From an optimization exercise on the open Yosys and OpenROAD flow, aimed at small area and a short achievable clock period; shortcuts taken in it are not production practice. At most, simulation tests tie the RTL to the original design; equivalence was not proved. No functional check of the RTL was part of run 2. Power is estimated from default activity; no workload was simulated.

==> design.v <==
`default_nettype none
package intl_pkg;
    localparam int SYM_W   = 2;      
    localparam int ADDR_W  = 12;     
    localparam int POS_W   = 8;      
    localparam int LANES   = 4;      
    localparam int DEPTH   = 136;    
    localparam int STRIDE  = 7;
    localparam logic [11:0] PB_LEN_16  = 12'd64;
    localparam logic [11:0] PB_LEN_136 = 12'd544;
endpackage
`default_nettype wire
`timescale 1ns/10ps
`default_nettype none
module pb_size_decode (
    input  wire  [11:0] pb_len,
    input  wire  [11:0] waddr,
    input  wire         wen,
    input  wire         start,
    output logic        is64,
    output logic        wr_ok,
    output logic        st_ok
);
    logic is544;
    assign is64  = (pb_len == intl_pkg::PB_LEN_16);
    assign is544 = (pb_len == intl_pkg::PB_LEN_136);
    assign wr_ok = wen && ((is64 && (waddr[11:6] == 6'd0)) ||
                           (is544 && (waddr < intl_pkg::PB_LEN_136)));
    assign st_ok = start && (is64 || is544);
endmodule
`default_nettype wire
`timescale 1ns/10ps
`default_nettype none
module symbol_banks (
    input  wire                                 clk,
    input  wire  [3:0]                          wr_en,
    input  wire  [intl_pkg::POS_W-1:0]          wr_pos,
    input  wire  [1:0]                          wdata0,
    input  wire  [1:0]                          wdata1,
    input  wire  [1:0]                          wdata2,
    input  wire  [1:0]                          wdata3,
    input  wire  [15:0]                         sel_lo,
    input  wire  [8:0]                          sel_hi,
    output logic [intl_pkg::LANES*2-1:0]        lanes
);
    localparam int D  = intl_pkg::DEPTH;
    localparam int NG = (D + 15) / 16;
    logic [1:0] wd [4];
    assign wd[0] = wdata0;
    assign wd[1] = wdata1;
    assign wd[2] = wdata2;
    assign wd[3] = wdata3;
    logic [15:0] wlo;
    for (genvar m = 0; m < 16; m++) begin : g_wlo
        assign wlo[m] = (wr_pos[3:0] == 4'(m));
    end
    for (genvar j = 0; j < intl_pkg::LANES; j++) begin : g_lane
        logic [1:0]    mem [0:D-1];
        logic [NG-1:0] whi;
        for (genvar g = 0; g < NG; g++) begin : g_whi
            assign whi[g] = wr_en[j] && (wr_pos[7:4] == 4'(g));
        end
        for (genvar r = 0; r < D; r++) begin : g_row
            always_ff @(posedge clk) begin
                if (whi[r / 16] && wlo[r % 16]) begin
                    mem[r] <= wd[j];
                end
            end
        end
        for (genvar b = 0; b < 2; b++) begin : g_bit
            logic [NG-1:0] grp;
            for (genvar g = 0; g < NG; g++) begin : g_grp
                logic [15:0] t;
                for (genvar m = 0; m < 16; m++) begin : g_m
                    if (g * 16 + m < D) begin : g_in
                        assign t[m] = sel_lo[m] & mem[g * 16 + m][b];
                    end else begin : g_out
                        assign t[m] = 1'b0;
                    end
                end
                assign grp[g] = sel_hi[g] & (|t);
            end
            assign lanes[j*2 + b] = |grp;
        end
    end
endmodule
`default_nettype wire
`timescale 1ns/10ps
`default_nettype none
module read_sequencer #(
    parameter int stride = intl_pkg::STRIDE
) (
    input  wire           clk,
    input  wire           n_rst,
    input  wire           st_a,
    input  wire           md_a,
    output logic          busy,
    output logic [15:0]   sel_lo,
    output logic [8:0]    sel_hi
);
    localparam int PW = intl_pkg::POS_W;
    logic          st_b, md_b;
    logic          q16;
    logic          last;
    logic [PW-1:0] pos;
    logic [PW-1:0] pos_sum;
    logic [PW-1:0] pos_next;
    logic [PW-1:0] pos_d;
    assign last    = q16 ? (pos[3:0] == 4'd9) : (pos == PW'(136 - stride));
    assign pos_sum = pos + PW'(stride);
    always_comb begin
        if (q16)
            pos_next = {4'd0, pos_sum[3:0]};
        else if (pos_sum >= PW'(136))
            pos_next = pos_sum - PW'(136);
        else
            pos_next = pos_sum;
    end
    assign pos_d = busy ? pos_next : '0;
    always_ff @(posedge clk or negedge n_rst) begin
        if (!n_rst) begin
            st_b <= 1'b0;
            busy <= 1'b0;
        end else begin
            st_b <= st_a;
            if (!busy) begin
                busy <= st_b;
            end else if (last) begin
                busy <= 1'b0;
            end
        end
    end
    always_ff @(posedge clk) begin
        md_b <= md_a;
        if (!busy) begin
            q16 <= md_b;
        end
        pos <= pos_d;
        for (int i = 0; i < 16; i++) sel_lo[i] <= (pos_d[3:0] == 4'(i));
        for (int i = 0; i < 9; i++)  sel_hi[i] <= (pos_d[7:4] == 4'(i));
    end
endmodule
`default_nettype wire
`timescale 1ns/10ps
`default_nettype none
module lane_rotator (
    input  wire                             clk,
    input  wire                             n_rst,
    input  wire                             busy,
    input  wire  [intl_pkg::LANES*2-1:0]    lanes,
    output logic [1:0]                      rdata0,
    output logic [1:0]                      rdata1,
    output logic [1:0]                      rdata2,
    output logic [1:0]                      rdata3,
    output logic                            dout_vld
);
    always_ff @(posedge clk or negedge n_rst) begin
        if (!n_rst) dout_vld <= 1'b0;
        else        dout_vld <= busy;
    end
    always_ff @(posedge clk) begin
        rdata0 <= lanes[1:0];
        rdata1 <= lanes[3:2];
        rdata2 <= lanes[5:4];
        rdata3 <= lanes[7:6];
    end
endmodule
`default_nettype wire
`timescale 1ns/10ps
`default_nettype none
module intl_top #(
    parameter int sym_w  = intl_pkg::SYM_W,
    parameter int addr_w = intl_pkg::ADDR_W,
    parameter int stride = intl_pkg::STRIDE
) (
    input  wire                 clk,
    input  wire                 n_rst,
    input  wire  [sym_w-1:0]    wdata,
    input  wire  [addr_w-1:0]   waddr,
    input  wire                 wen,
    input  wire  [addr_w-1:0]   pb_len,
    input  wire                 start,
    output logic [sym_w-1:0]    rdata0,
    output logic [sym_w-1:0]    rdata1,
    output logic [sym_w-1:0]    rdata2,
    output logic [sym_w-1:0]    rdata3,
    output logic                dout_vld
);
    localparam int PW = intl_pkg::POS_W;
    logic        is64, wr_ok, st_ok;
    pb_size_decode u_decode (
        .pb_len (pb_len),
        .waddr  (waddr),
        .wen    (wen),
        .start  (start),
        .is64   (is64),
        .wr_ok  (wr_ok),
        .st_ok  (st_ok)
    );
    logic        wv_a, st_a;
    logic        md_a;
    logic [9:0]  addr_a;
    logic [1:0]  wd_a;
    always_ff @(posedge clk or negedge n_rst) begin
        if (!n_rst) begin
            wv_a <= 1'b0;
            st_a <= 1'b0;
        end else begin
            wv_a <= wr_ok;
            st_a <= st_ok;
        end
    end
    always_ff @(posedge clk) begin
        md_a   <= is64;
        addr_a <= waddr[9:0];
        wd_a   <= wdata;
    end
    logic [1:0]    qb;
    logic [9:0]    base;
    logic [9:0]    off;
    logic [PW-1:0] wp;
    logic [1:0]    wl;
    always_comb begin
        if (addr_a >= 10'd408) begin
            qb = 2'd3; base = 10'd408;
        end else if (addr_a >= 10'd272) begin
            qb = 2'd2; base = 10'd272;
        end else if (addr_a >= 10'd136) begin
            qb = 2'd1; base = 10'd136;
        end else begin
            qb = 2'd0; base = 10'd0;
        end
        off = addr_a - base;
        if (md_a) begin
            qb = addr_a[5:4];
            wp = {4'd0, addr_a[3:0]};
        end else begin
            wp = off[PW-1:0];
        end
        wl = qb + wp[1:0];
    end
    logic [3:0]    wv_b;
    logic [PW-1:0] wp_b;
    logic [1:0]    wd_b [4];
    always_ff @(posedge clk or negedge n_rst) begin
        if (!n_rst) begin
            wv_b <= '0;
        end else begin
            for (int j = 0; j < 4; j++) begin
                wv_b[j] <= wv_a && (wl == 2'(j));
            end
        end
    end
    always_ff @(posedge clk) begin
        wp_b <= wp;
        for (int j = 0; j < 4; j++) begin
            if (wl == 2'(j)) begin
                wd_b[j] <= wd_a;
            end
        end
    end
    logic          rd_busy;
    logic [15:0]   rd_lo;
    logic [8:0]    rd_hi;
    read_sequencer #(
        .stride  (stride)
    ) u_seq (
        .clk     (clk),
        .n_rst   (n_rst),
        .st_a    (st_a),
        .md_a    (md_a),
        .busy    (rd_busy),
        .sel_lo  (rd_lo),
        .sel_hi  (rd_hi)
    );
    logic [intl_pkg::LANES*sym_w-1:0] lanes;
    symbol_banks u_banks (
        .clk     (clk),
        .wr_en   (wv_b),
        .wr_pos  (wp_b),
        .wdata0  (wd_b[0]),
        .wdata1  (wd_b[1]),
        .wdata2  (wd_b[2]),
        .wdata3  (wd_b[3]),
        .sel_lo  (rd_lo),
        .sel_hi  (rd_hi),
        .lanes   (lanes)
    );
    lane_rotator u_out (
        .clk      (clk),
        .n_rst    (n_rst),
        .busy     (rd_busy),
        .lanes    (lanes),
        .rdata0   (rdata0),
        .rdata1   (rdata1),
        .rdata2   (rdata2),
        .rdata3   (rdata3),
        .dout_vld (dout_vld)
    );
endmodule
`default_nettype wire
==> flow/run.sh <==
#!/bin/bash
# Standard ORFS layout, with repair_timing asked for extra setup slack so that
# the achieved period (not only the 10 ns constraint) is optimised, and the
# ports buffered with a fast buffer. Each step's log stays in orfs/logs.
set -euo pipefail
MARGIN=7.0
bash standard.sh SETUP_SLACK_MARGIN=$MARGIN TNS_END_PERCENT=20 \
    "BUFFER_PORTS_ARGS=-buffer_cell sky130_fd_sc_hd__buf_4" finish > standard.log 2>&1
==> standard.sh <==
#!/bin/bash
# synth_recipe.tcl (not shown) runs the flow's synth.tcl, then flattens the netlist and writes it again
# the make line also repeats each setting of config.mk as NAME=value (left out here)
make -C /OpenROAD-flow-scripts/flow DESIGN_CONFIG=/design/flow/config.mk WORK_HOME=/design/flow/orfs CLKGATE_MAP_FILE= SYNTH_SCRIPT=/design/flow/synth_recipe.tcl "${@:-finish}"
==> config.mk <==
export PLATFORM = sky130hd
export DESIGN_NAME = intl_top
export DESIGN_NICKNAME = intl_top
export VERILOG_FILES = /design/flow/design.v
export SDC_FILE = /design/flow/constraint.sdc
export NUM_CORES = 4
export LEC_CHECK = 0
export CAP_MARGIN = 20
export CORE_MARGIN = 2
export CORE_UTILIZATION = 55
export CTS_CLUSTER_DIAMETER = 150
export CTS_CLUSTER_SIZE = 28
export SLEW_MARGIN = 20
==> constraint.sdc <==
create_clock -name core_clock -period 10.0 [get_ports {clk}]
set_input_delay 2.0000 -clock core_clock [delete_from_list [all_inputs] [get_ports {clk}]]
set_output_delay 2.0000 -clock core_clock [all_outputs]
set_load 0.01 [all_outputs]
==> run summary, run 1 <==
Final HPWL DP 66.64 mm; r2r startpoint u_seq.sel_lo[6]; R2R Setup Slk 7.05 ns; Synth Instances 2821; CTS tree built; post-route ant nets 0; Max clock buf depth 3; net count of the mapped netlist 2858; register area 0.03451 mm2; CP endpoint kind primary output; vias per inst 6.902; hold slack 0.3464 ns; Placeable Area 0.07926 mm2; Nets 2778; first-pass GRT wire length 179.6 mm; hold depth 0; HP Class reg -> reg; crit share post-route 0.3172; CP peak stage delay 0.40 ns; commonest non-fill, non-tap cell in the layout edfxtp_1; Tmin final 3.172 ns; Leakage 13.75 nW; final hold viol count 0; H-tree depth 2; CTS Hold Buffers Added 0; Worst Max-Slew Pin Slew 1.125 ns; Mean Syn Cell Area 15.64 um2; clock slew at reported path FFs 0.11 ns; Worst Path Buf+Inv 1; Max Freq 315.3 MHz; die area 0.08249 mm2; synthesized cell area 0.04412 mm2; Power Density 176.4 mW/mm2; clk_skew 0.02744 ns; GR Overflow Total 0; max-slew violations 0; GRT Overall Usage 0.3036; CP Launch Type flip-flop; worst r2r dst u_out.rdata0[1]; Worst-Skew Late Latency 0.65 ns; layout cells sized above 1 0.07343; Reg2Reg Depth 6; die width 287.2 um; crit-path cells buf_6; DR DRC count 0; Post-CTS Setup Inserts 0; post-synthesis register bit count 1169; clock sink total 1169; Hold Path Origin addr_a[2]; port bufs 38; critical path arrival 1.17 ns; final WL 125.8 mm; fill count 6103; Critical-path top delay cell dfxtp_4; hold endpoint wp_b[2]; RSZ-0062 raised after global routing yes; Clock Tree Root clkbuf_16; ys async rst share 0.007699; CTS Buf Count 47; Critical Path RT 8.00 ns; Max-Cap Viols 0; Ys Warns 11; delay-heaviest family, CP flip-flops; post-synthesis sequential area ratio 0.7804; initial DRC count 3795; Final TNS setup 0 ns; Multi-input gate area 0.008897 mm2; Yosys cell types 54; wire per inst 32.84 um; initial core utilization 0.5566; CP max FO 1; most frequent cells in the layout 1097 x edfxtp_1, 581 x nor2_1, 256 x a22o_1, 256 x a221oi_1, 83 x nand4_1; status finished clean; VDD IR max 162.4 uV; Rows 103; via count 26440; DRT Pass-1 Iters 6; ys flop type edfxtp_1; Final setup viols 0; Syn-to-layout area delta 6.268%; I/O Pins 39; Die Y 287.2 um; Worst slew margin 0.2460; vias in the first global route 25890; initial antenna violation count 3; gpl congestion 0.8304; Setup Crit Path Kind reg -> out; pin count of the biggest net entering global routing 105; Design Power 8.268 mW; EDFF count, synth 1097
-- where the power goes --
part	switching, mW	total [mW]	internal (mW)
combinational	0.300	0.341	0.0416
clock	1.45	2.39	0.939
sequential	0.0261	5.54	5.51
total	1.78	8.27	6.49
-- area by class of cell --
class                      count  share of cell area
sequential                  1169              0.7361
inverter                      14            0.001121
clock inverter                 1           0.0001868
tap                         1050             0.02802
timing repair buffer          92             0.01561
antenna                        3           0.0001601
clock buffer                  85             0.02904
multi-input combinational   1417              0.1898
-- synth_stat cells, types with 8 or more instances --
master	n	area, um2
edfxtp_1	1097	32940
nor2_1	581	2181
a221oi_1	256	2242
a22o_1	256	2242
clkbuf_1	175	656.9
nand4_1	83	519.3
dfxtp_1	63	1261
nand2_1	60	225.2
a22oi_1	56	420.4
buf_1	41	153.9
nor3_1	19	95.09
inv_1	13	48.80
dfrtp_1	9	225.2
a222oi_1	8	80.08
nor2b_1	8	50.05
-- repair_timing --
item                                    4_1_cts  5_1_grt
gates resized for setup                      10       11
gates cloned                                  0        0
endpoints found under the setup margin        9       48
-- logic make-up after synthesis --
group / synth area share
muxes: 0.001248
AOI/OAI and AO/OA: 0.1181
and+or+nand+nor: 0.07507
buffers and inverters: 0.02028
xor gates and xnor gates: 0.002779
adders and majority gates: 0.002155
DFF: 0.7804
-- how the worst max path moves through the flow --
stage | from | end | slack, ns | cells after the start
floorplan | pb_len[2] | wv_a | 6.67 | 6
global placement | pb_len[2] | wv_a | 6.32 | 7
detailed placement | pb_len[2] | wv_a | 6.35 | 7
CTS | u_out.rdata1[1] | rdata1[1] | 6.79 | 1
global route | u_out.rdata1[1] | rdata1[1] | 6.80 | 1
finish | u_out.rdata3[1] | rdata3[1] | 6.83 | 1
-- flip-flops by register name, indices dropped and copies added (netlist names), 2 cells and up --
signal,count
u_out.rdata1,2
wd_b,8
u_seq.sel_lo,16
u_out.rdata3,2
u_out.rdata2,2
wd_a,2
u_out.rdata0,2
addr_a,10
u_seq.sel_hi,9
u_banks.g_lane.mem,1088
wp_b,8
wv_b,4
u_seq.pos,8
-- worst reg2reg max path, delay by kind of cell, from the launching register on --
kind	cells	cell delay (ns)
buffers and inverters	1	0.47
flip-flops	1	0.64
AO/OA/AOI/OAI	3	1.09
AND/OR/NAND/NOR	2	0.53
-- per-layer routing --
metal | up-vias | share of wire | track usage
met5 | - | 0 | 0
met4 | 0 | 0.026 | 0.08203
met3 | 155 | 0.092 | 0.03675
met2 | 1417 | 0.47 | 0.4854
met1 | 13870 | 0.41 | 0.4468
li1 | 11000 | - | -
-- per-stage QoR --
stage / utilization / worst slack (ns) / instances / area [um2]
floorplan: - / 6.672 / 2821 / 44130
global placement: 0.5733 / 6.317 / 3741 / 45430
detailed placement: 0.5733 / 6.348 / 3741 / 45430
CTS: 0.5908 / 6.793 / 3827 / 46830
global route: 0.5914 / 6.797 / 3828 / 46870
finish: 0.5915 / 6.828 / 3831 / 46880
==> run 2, diff against run 1 <==
--- a/design.v
+++ b/design.v
@@ -15,18 +15,15 @@
 module pb_size_decode (
     input  wire  [11:0] pb_len,
     input  wire  [11:0] waddr,
-    input  wire         wen,
-    input  wire         start,
     output logic        is64,
-    output logic        wr_ok,
-    output logic        st_ok
+    output logic        is544,
+    output logic        lt64,
+    output logic        lt544
 );
-    logic is544;
     assign is64  = (pb_len == intl_pkg::PB_LEN_16);
     assign is544 = (pb_len == intl_pkg::PB_LEN_136);
-    assign wr_ok = wen && ((is64 && (waddr[11:6] == 6'd0)) ||
-                           (is544 && (waddr < intl_pkg::PB_LEN_136)));
-    assign st_ok = start && (is64 || is544);
+    assign lt64  = (waddr < intl_pkg::PB_LEN_16);
+    assign lt544 = (waddr < intl_pkg::PB_LEN_136);
 endmodule
 `default_nettype wire
 `timescale 1ns/10ps
@@ -99,8 +96,7 @@
     output logic [8:0]    sel_hi
 );
     localparam int PW = intl_pkg::POS_W;
-    logic          st_b, md_b;
-    logic          q16;
+        logic          q16;
     logic          last;
     logic [PW-1:0] pos;
     logic [PW-1:0] pos_sum;
@@ -119,21 +115,18 @@
     assign pos_d = busy ? pos_next : '0;
     always_ff @(posedge clk or negedge n_rst) begin
         if (!n_rst) begin
-            st_b <= 1'b0;
             busy <= 1'b0;
         end else begin
-            st_b <= st_a;
             if (!busy) begin
-                busy <= st_b;
+                busy <= st_a;
             end else if (last) begin
                 busy <= 1'b0;
             end
         end
     end
     always_ff @(posedge clk) begin
-        md_b <= md_a;
         if (!busy) begin
-            q16 <= md_b;
+            q16 <= md_a;
         end
         pos <= pos_d;
         for (int i = 0; i < 16; i++) sel_lo[i] <= (pos_d[3:0] == 4'(i));
@@ -154,15 +147,23 @@
     output logic [1:0]                      rdata3,
     output logic                            dout_vld
 );
+    logic                           vld_q;
+    logic [intl_pkg::LANES*2-1:0]   lanes_q;
     always_ff @(posedge clk or negedge n_rst) begin
-        if (!n_rst) dout_vld <= 1'b0;
-        else        dout_vld <= busy;
+        if (!n_rst) begin
+            vld_q    <= 1'b0;
+            dout_vld <= 1'b0;
+        end else begin
+            vld_q    <= busy;
+            dout_vld <= vld_q;
+        end
     end
     always_ff @(posedge clk) begin
-        rdata0 <= lanes[1:0];
-        rdata1 <= lanes[3:2];
-        rdata2 <= lanes[5:4];
-        rdata3 <= lanes[7:6];
+        lanes_q <= lanes;
+        rdata0  <= lanes_q[1:0];
+        rdata1  <= lanes_q[3:2];
+        rdata2  <= lanes_q[5:4];
+        rdata3  <= lanes_q[7:6];
     end
 endmodule
 `default_nettype wire
@@ -187,34 +188,39 @@
     output logic                dout_vld
 );
     localparam int PW = intl_pkg::POS_W;
-    logic        is64, wr_ok, st_ok;
+    logic        is64, is544, lt64, lt544;
     pb_size_decode u_decode (
         .pb_len (pb_len),
         .waddr  (waddr),
-        .wen    (wen),
-        .start  (start),
         .is64   (is64),
-        .wr_ok  (wr_ok),
-        .st_ok  (st_ok)
+        .is544  (is544),
+        .lt64   (lt64),
+        .lt544  (lt544)
     );
-    logic        wv_a, st_a;
-    logic        md_a;
+    logic        wen_a, start_a;
+    logic        md_a, l544_a, lt64_a, lt544_a;
     logic [9:0]  addr_a;
     logic [1:0]  wd_a;
+    logic        wv_a, st_a;
     always_ff @(posedge clk or negedge n_rst) begin
         if (!n_rst) begin
-            wv_a <= 1'b0;
-            st_a <= 1'b0;
+            wen_a   <= 1'b0;
+            start_a <= 1'b0;
         end else begin
-            wv_a <= wr_ok;
-            st_a <= st_ok;
+            wen_a   <= wen;
+            start_a <= start;
         end
     end
     always_ff @(posedge clk) begin
-        md_a   <= is64;
-        addr_a <= waddr[9:0];
-        wd_a   <= wdata;
+        md_a    <= is64;
+        l544_a  <= is544;
+        lt64_a  <= lt64;
+        lt544_a <= lt544;
+        addr_a  <= waddr[9:0];
+        wd_a    <= wdata;
     end
+    assign wv_a = wen_a && ((md_a && lt64_a) || (l544_a && lt544_a));
+    assign st_a = start_a && (md_a || l544_a);
     logic [1:0]    qb;
     logic [9:0]    base;
     logic [9:0]    off;
==> run 2 against run 1 <==
Still clean on timing, DRC and antenna. Cell count increased by 0.86%. Critical path depth unchanged. Global-route usage decreased by 0.17 points. Utilization decreased by 0.36 points. Critical path type unchanged. Largest power group unchanged.
==> run summary, run 2 <==
status finished clean; CP Launch Type flip-flop; dominant cell type by area after synthesis edfxtp_1; layout cells sized above 1 0.06962 (-0.003816); gpl congestion 0.8277 (-0.33%); die width 288.5 um (+0.43%); clock slew at reported path FFs 0.11 ns (about the same); synthesized cell area 0.04450 mm2 (+0.88%); vias in the first global route 26160 (+1.0%); Syn-to-layout area delta 6.056%; Final setup viols 0 (unchanged); first-pass GRT wire length 180.1 mm (+0.30%); max-slew violations 0 (unchanged); Critical-path top delay cell dfrtp_1; hold slack 0.3560 ns (+0.009676 ns); commonest non-fill, non-tap cell in the layout edfxtp_1; post-synth top area share 0.7402 (-0.006508); Commonest cells post-synth 1097 x edfxtp_1, 565 x nor2_1, 257 x a22o_1; GR Overflow Total 0 (unchanged); Nets 2804 (+0.94%); most frequent cells in the layout 1097 x edfxtp_1, 565 x nor2_1, 257 x a22o_1, 256 x a221oi_1, 89 x buf_4; post-synthesis register bit count 1179 (+0.86%); crit share post-route 0.3145 (-0.002716); Die Y 288.5 um (+0.43%); H-tree depth 2 (unchanged); Max clock buf depth 3 (unchanged); Leakage 13.87 nW (+0.84%); final core utilization 0.5879 (-0.003628); Setup WS pre-CTS 6.895 ns (+0.5475 ns); CTS Buf Count 48 (+2.1%); max reg flops 1088 (unchanged); net count of the mapped netlist 2888 (+1.0%); DRT Pass-1 Iters 6 (unchanged); Worst-Skew Late Latency 0.64 ns (about the same); Setup Crit Path Kind reg -> out; VDD IR max 156.6 uV (-3.5%); Clock Tree Root clkbuf_16; Max-Cap Viols 0 (unchanged); pin count of the biggest net entering global routing 109 (+3.8%); Worst Path Buf+Inv 1 (unchanged); delay-heaviest family, CP flip-flops; initial core utilization 0.5543 (-0.002308); Synth Instances 2851 (+1.1%); CP peak stage delay 0.39 ns (about the same); via count 26780 (+1.3%); Rows 104 (+0.97%); clk_skew 0.04002 ns (+0.01258 ns); Critical Path RT 8.00 ns (about the same); Mean Syn Cell Area 15.61 um2 (-0.18%); Yosys cell types 57 (+5.6%); Final TNS setup 0 ns (unchanged); Ys Warns 11 (unchanged); Worst Max-Slew Pin Slew 1.185 ns (+0.06015 ns); final WL 125.7 mm (-0.12%); CP endpoint kind primary output; GRT Overall Usage 0.3019 (-0.001736); ys flop type edfxtp_1; initial DRC count 3828 (+0.87%); setup ws final 6.855 ns (+0.02716 ns); Worst slew margin 0.2089 (-0.03710); Multi-input gate area 0.009031 mm2 (+1.5%); count leader, synth edfxtp_1; final hold viol count 0 (unchanged); register area 0.03469 mm2 (+0.52%); Design Power 8.307 mW (+0.47%); top flop regs u_banks.g_lane.mem: 1088 flops, u_seq.sel_lo: 16 flops, addr_a: 10 flops; Largest Register u_banks.g_lane.mem; Placeable Area 0.08029 mm2 (+1.3%); wire per inst 32.52 um (-0.97%); die area 0.08321 mm2 (+0.87%); top cells by area, synth edfxtp_1 74%, a22o_1 5.1%, a221oi_1 5.0%; fill count 6092 (-0.18%); critical path arrival 1.14 ns (-0.03 ns); vias per inst 6.929 (+0.39%); CTS tree built; I/O Pins 39 (unchanged); CP max FO 1 (unchanged); clock sink total 1179 (+0.86%); EDFF count, synth 1097 (unchanged); Max Freq 318.0 MHz (+0.86%); HP Class reg -> reg; ys async rst share 0.007634 (-0.00006530); crit-path cells buf_6; initial antenna violation count 4 (+1); post-route ant nets 0 (unchanged); post-synthesis sequential area ratio 0.7781 (-0.002303); DR DRC count 0 (unchanged); Tmin final 3.145 ns (-0.02716 ns); Power Density 176.0 mW/mm2 (-0.20%); Final HPWL DP 67.57 mm (+1.4%); port bufs 38 (unchanged); RSZ-0062 raised after global routing yes
run 2: cell count changes in the layout (fill, tap and decap cells not counted), sizes merged, moves of 3 or more:
cell    before  now
inv         15   11
a21oi        7   15
dfxtp       63   73
o211ai       0    4
nor3        19   22
nand2       60   64
a211oi       1    4
nand3        7   11
xnor2        7    4
nor2       581  566
o41ai        0    3
nor4b        1    4
run 2: metrics by stage:
step,instances,cell area [um2]
floorplan,2851,44500
global placement,3774,45750
detailed placement,3775,45770
CTS,3859,47160
global route,3861,47190
finish,3864,47200
run 2: repair_timing:
item	in CTS	in global routing
resized for setup	1	3
setup buffers	0	0
hold buffers	0	0
setup endpoints to repair	9	24
run 2: power breakdown:
part / internal (mW) / switching, mW / leakage [nW]
Sequential: 5.55 / 0.0340 / 10.6
Combinational: 0.0455 / 0.295 / 2.62
Clock: 0.941 / 1.44 / 0.655
run 2: path summary, 6_finish.rpt:
kind	start	endpoint	slack (ns)	depth (start not counted)
max	u_out.dout_vld	dout_vld	6.86	1
min	addr_a[2]	wp_b[2]	0.36	0
max reg2reg	u_seq.pos[0]	u_seq.sel_lo[14]	7.17	8
min reg2reg	addr_a[2]	wp_b[2]	0.36	0
max in group asynchronous	n_rst	wv_b[3]	8.68	1
min in group asynchronous	n_rst	start_a	1.17	1
run 2: cell families (layout without fill, tap and decap cells):
kind of cell             after synthesis  count (layout)  share of synthesized area
XOR/XNOR                              13              13                   0.002558
adder cells (fa/ha/maj)                7               7                   0.002137
multiplexers                           3               3                  0.0007590
AO/OA/AOI/OAI                        624             624                     0.1202
buffers and inverters                238             188                    0.02097
other                                  0               3                          0
AND/OR/NAND/NOR                      787             787                    0.07532
flip-flops                          1179            1179                     0.7781
run 2: layer usage:
metal | up-vias | GRT usage | wire length, um
met5 | - | 0 | 13
met4 | 2 | 0.08122 | 3544
met3 | 179 | 0.04226 | 12380
met2 | 1545 | 0.4830 | 59730
met1 | 13900 | 0.4403 | 50000
li1 | 11150 | - | -
run 2: final cells by class:
cell class / count / share of cell area
Multi-Input combinational cell: 1434 / 0.1913
Antenna cell: 3 / 0.0001591
Tap cell: 1060 / 0.02810
Inverter: 11 / 0.0008748
Timing Repair Buffer: 93 / 0.01527
Clock inverter: 1 / 0.0006362
Sequential cell: 1179 / 0.7349
Clock buffer: 83 / 0.02868

[afterwards: timing with drivers on the ports]
In the flow no input, the clock included, has a driving cell. The finished layouts below were timed again as built, in two steps.
Step 1 assumes that a clkbuf_16 drives the clock port and a buf_2 every other input.
Step 2, shift: input delay + t, output delay - t, t = (earliest + latest rising clock arrival at the registers) / 2. This alone moves slack from input paths to output paths.
Slacks: ideal ports / drivers / drivers and shift; pairs: ideal ports / drivers.
| run | shift t [ns] | slack for setup (ns) | worst setup path after step 2 |
|---|---|---|---|
| run 1 | 0.706 | 6.828 / 6.764 / 6.370 | input to register |
| run 2 | 0.688 | 6.855 / 6.789 / 6.912 | input to register |
After both steps every run listed still meets setup and hold. For run 1, which loses most, drivers alone change the setup slack by -0.064 ns; drivers and shift together by -0.458 ns.
